This design comes from an exercise in tuning for small area and a short achievable clock period on the open sky130 flow, not from production work. Function was checked by simulation only, so behaviour that the tests miss may differ from the original. No activity file was given, so power comes from the tool's default toggle rates.

== run 1 ==
Design mipsExecUnit, start of the top module:
module mipsExecUnit
(
    input  logic        clk,
    input  logic        rstN,
    input  logic        instrValid,
    input  logic [31:0] instrWord,
    input  logic [31:0] rsValue,
    input  logic [31:0] rtValue,
    output logic        resultValid,
    output logic [32:0] execOut
);
    logic [5:0] op, fn;
    logic [4:0] rtSel, sh;
    logic [15:0] imm;
    assign op    = instrWord[31:26];
    assign fn    = instrWord[5:0];
    assign rtSel = instrWord[20:16];
    assign sh    = instrWord[10:6];
    assign imm   = instrWord[15:0];
    logic rtype, fAdd, fSub, fAnd, fOr, fNor, fXor, fSlt, fSll, fSrl, fJr;
    logic oAddi, oSlti, oAndi, oOri, oXori, oMul, oMem;
    logic oBeq, oBne, oBlez, oBgtz, oBltz, oBgez;
    assign rtype = (op == 6'b000000);
    assign fAdd  = rtype & (fn == 6'b100000);
    assign fSub  = rtype & (fn == 6'b100010);
    assign fAnd  = rtype & (fn == 6'b100100);
    assign fOr   = rtype & (fn == 6'b100101);
    assign fNor  = rtype & (fn == 6'b100111);
    assign fXor  = rtype & (fn == 6'b100110);
    assign fSlt  = rtype & (fn == 6'b101010);
    assign fSll  = rtype & (fn == 6'b000000);
    assign fSrl  = rtype & (fn == 6'b000010);
    assign fJr   = rtype & (fn == 6'b001000);
    assign oAddi = (op == 6'b001000);
    assign oSlti = (op == 6'b001010);
    assign oAndi = (op == 6'b001100);
    assign oOri  = (op == 6'b001101);
    assign oXori = (op == 6'b001110);
    assign oMul  = (op == 6'b011100);
    assign oMem  = (op == 6'b100000) | (op == 6'b100001) | (op == 6'b100011) |
                   (op == 6'b101000) | (op == 6'b101001) | (op == 6'b101011);
    assign oBeq  = (op == 6'b000100);
    assign oBne  = (op == 6'b000101);
    assign oBlez = (op == 6'b000110);
    assign oBgtz = (op == 6'b000111);
    assign oBltz = (op == 6'b000001) & (rtSel == 5'd0);
    assign oBgez = (op == 6'b000001) & (rtSel == 5'd1);
    logic kAddB, kSubB, kAnd, kOr, kXor, kNor, kPassA, kSlt, kImm, kZext, kShift, kMulX;
    assign kAddB  = fAdd | oAddi | oMem;                  
    assign kSubB  = fSub | fSlt | oSlti | oBeq | oBne;    
    assign kAnd   = fAnd | oAndi;
    assign kOr    = fOr  | oOri;
    assign kXor   = fXor | oXori;
    assign kNor   = fNor;
    assign kPassA = fJr | oBlez | oBgtz | oBltz | oBgez;  
    assign kSlt   = fSlt | oSlti;
  ...
Size: about 2200 cells after synthesis, ~290 flip-flops, about 130 I/O pins, ~22000 µm² of cells after synthesis.
clock: 9.0 ns
lec_check: 0
cap_margin: 20
core_margin: 2
core_utilization: 40
setup_slack_margin: 5
slew_margin: 20
run.sh (not shown) runs the stock make flow with config.mk's settings and CLKGATE_MAP_FILE= SYNTH_SCRIPT=/design/flow/synth_recipe.tcl, a recipe that flattens the netlist after the stock synthesis.
Changes in run 2 relative to run 1:
# run 1
export LEC_CHECK = 0
export CAP_MARGIN = 20
export CORE_MARGIN = 2
export CORE_UTILIZATION = 40
export SETUP_SLACK_MARGIN = 5
export SLEW_MARGIN = 20
create_clock -name core_clock -period 9.0 [get_ports {clk}]
# run 2
export LEC_CHECK = 0
export CAP_MARGIN = 20
export CORE_MARGIN = 2
export CORE_UTILIZATION = 60
export PLACE_DENSITY = 0.8
export SETUP_SLACK_MARGIN = 5
export SLEW_MARGIN = 20
create_clock -name core_clock -period 9.0 [get_ports {clk}]
==> flow/flow/run.sh (new file) <==
#!/bin/bash
bash standard.sh SETUP_SLACK_MARGIN=5.3 finish > standard.log 2>&1
==> flow/standard.sh (new file) <==
#!/bin/bash
# synth_recipe.tcl (not shown) runs the flow's synth.tcl, then flattens the netlist and writes it again
# the make line also repeats each setting of config.mk as NAME=value (left out here)
make -C /OpenROAD-flow-scripts/flow DESIGN_CONFIG=/design/flow/config.mk WORK_HOME=/design/flow/orfs CLKGATE_MAP_FILE= SYNTH_SCRIPT=/design/flow/synth_recipe.tcl "${@:-finish}"
removed: flow/run.sh
--- outcome ---
Comparing run 1 and run 2, the higher final worst-path cycle share was measured on run 1.
Total area of sequential cells for run 2 is higher than for run 1.
Run 2 ended up with a lower minimum clock period than run 1 did.
Inputs modified between run 2 and run 3:
# run 2
export LEC_CHECK = 0
export CAP_MARGIN = 20
export CORE_MARGIN = 2
export CORE_UTILIZATION = 60
export PLACE_DENSITY = 0.8
export SETUP_SLACK_MARGIN = 5
export SLEW_MARGIN = 20
create_clock -name core_clock -period 9.0 [get_ports {clk}]
# run 3
export LEC_CHECK = 0
export CAP_MARGIN = 20
export CORE_MARGIN = 2
export CORE_UTILIZATION = 70
export PLACE_DENSITY = 0.88
export SETUP_SLACK_MARGIN = 5
export SLEW_MARGIN = 20
create_clock -name core_clock -period 9.0 [get_ports {clk}]
==> flow/run.sh (new file) <==
#!/bin/bash
# synth_recipe.tcl (not shown) runs the flow's synth.tcl, then flattens the netlist and writes it again
# the make line also repeats each setting of config.mk as NAME=value (left out here)
make -C /OpenROAD-flow-scripts/flow DESIGN_CONFIG=/design/flow/config.mk WORK_HOME=/design/flow/orfs CLKGATE_MAP_FILE= SYNTH_SCRIPT=/design/flow/synth_recipe.tcl finish
removed: flow/flow/run.sh
removed: flow/standard.sh
## What came out
- Looking at switching power summed over all nets, run 3 sits 9.5 µW higher than run 2 does.
- Delta (run 3 minus run 2): power share of the clock group higher, non-clock buffer count fell 27, synthesis-to-finish area growth shows a reduction of 2.1 points, met1 track demand over resource in global routing went up by 7.0 points.
The following lists how run 4 was set up differently from run 3:
# run 3
export LEC_CHECK = 0
export CAP_MARGIN = 20
export CORE_MARGIN = 2
export CORE_UTILIZATION = 70
export PLACE_DENSITY = 0.88
export SETUP_SLACK_MARGIN = 5
export SLEW_MARGIN = 20
create_clock -name core_clock -period 9.0 [get_ports {clk}]
# run 4
export LEC_CHECK = 0
export CAP_MARGIN = 20
export CORE_MARGIN = 2
export CORE_UTILIZATION = 60
export PLACE_DENSITY = 0.8
export SETUP_SLACK_MARGIN = 5
export SLEW_MARGIN = 20
create_clock -name core_clock -period 9.0 [get_ports {clk}]
==> flow/flow/run.sh (new file) <==
#!/bin/bash
bash standard.sh SETUP_SLACK_MARGIN=5.9 finish > standard.log 2>&1
==> flow/standard.sh (new file) <==
#!/bin/bash
# synth_recipe.tcl (not shown) runs the flow's synth.tcl, then flattens the netlist and writes it again
# the make line also repeats each setting of config.mk as NAME=value (left out here)
make -C /OpenROAD-flow-scripts/flow DESIGN_CONFIG=/design/flow/config.mk WORK_HOME=/design/flow/orfs CLKGATE_MAP_FILE= SYNTH_SCRIPT=/design/flow/synth_recipe.tcl "${@:-finish}"
removed: flow/run.sh
--- outcome ---
- Higher logic depth of the worst setup path including buffers was reported by run 3, not run 4.
- Combinational power on run 4 is up relative to run 3.
- Diff run 3 -> run 4: initial cell density of the core shrank by 11 points, area inside the core boundary grew by 18%.
- On run 4: first-iteration DRC count is 1.8% lower than what run 3 gave.
- Compared to run 3, run 4 shows a wider setup margin.
- Of run 4 and run 3, run 3 shows the higher core utilization of the finished layout, with run 4 below it.
- Changes observed in run 4 relative to run 3: number of stages on the worst hold path ~0 delta; clock-cell share of area lower; total global routing track utilization lower.
What run 5 does differently from run 4 at the input level:
==> flow/flow/run.sh <==
#!/bin/bash
bash standard.sh SETUP_SLACK_MARGIN=5.6 finish > standard.log 2>&1
[summary]
The flow did not stop early for run 5: all stages ran, and the layout cleared the timing, design-rule and antenna checks. From run 4 to run 5 the numbers moved as follows: data arrival time of the critical path now sits lower; count of antenna diodes in the layout now sits lower; power after layout now sits lower. The lower final critical-path share of the clock period came out of run 5. In run 5 relative to run 4, amount of wire on met2 after detailed routing had gone down by a little under 10%. Delta (run 5 minus run 4): register cell area after layout fell by about 0.5%; clock tree skew after final layout shows a reduction of 0.028 ns.
Input changes introduced in run 6 (baseline for comparison: run 5):
==> flow/run.sh (new file) <==
#!/bin/bash
# synth_recipe.tcl (not shown) runs the flow's synth.tcl, then flattens the netlist and writes it again
# the make line also repeats each setting of config.mk as NAME=value (left out here)
make -C /OpenROAD-flow-scripts/flow DESIGN_CONFIG=/design/flow/config.mk WORK_HOME=/design/flow/orfs CLKGATE_MAP_FILE= SYNTH_SCRIPT=/design/flow/synth_recipe.tcl finish
removed: flow/flow/run.sh
removed: flow/standard.sh
Results
Global-route wire length before repair (run 6 / run 5): 0.924
Compared run 5 against run 6; count of clock-buffer cells in the layout within noise.
Run 6 ended up with a lower number of optimization iterations in the first detailed-route pass than run 5 did.
Any difference in worst-case hold slack between run 6 and run 5 is small enough to ignore.
Multi-input combinational gate total: run 6 vs run 5, no meaningful difference
The time the final worst path needs with I/O delays and setup reported for run 6 is greater than that of run 5 by 0.32 ns.
Compared to run 5, the routing of run 6 uses less wire.

==> static timing again, ports no longer ideal <==
Ports are ideal in the flow. The routed layouts listed here were re-timed in OpenROAD.
Step 1 assumes that a clkbuf_16 drives the clock port and a buf_2 every other input.
Step 2, shift: input delay + t, output delay - t, t = (earliest + latest rising clock arrival at the registers) / 2. This alone moves slack from input paths to output paths.
a / b / c = ideal ports / drivers / drivers and shift; a / b = the first two.
run	t (ns)	slack for setup (ns)	clock arrival spread, ns	slew at the worst register clock pin (ns)
run 1	0.645	5.047 / 5.047 / 4.465	0.021 / 0.021	0.07 / 0.07
run 2	0.639	5.143 / 5.174 / 4.535	0.015 / 0.014	0.07 / 0.07
run 3	0.573	4.913 / 4.913 / 4.481	0.019 / 0.019	0.07 / 0.07
run 4	0.666	5.353 / 5.304 / 5.025	0.056 / 0.056	0.08 / 0.08
run 5	0.643	5.411 / 5.355 / 4.926	0.026 / 0.025	0.07 / 0.07
run 6	0.635	5.093 / 5.040 / 4.510	0.012 / 0.013	0.07 / 0.07
After both steps setup and hold are still met in every run listed. The setup slack of run 2, which loses most, moves by +0.031 ns with the drivers and by -0.608 ns with both steps.
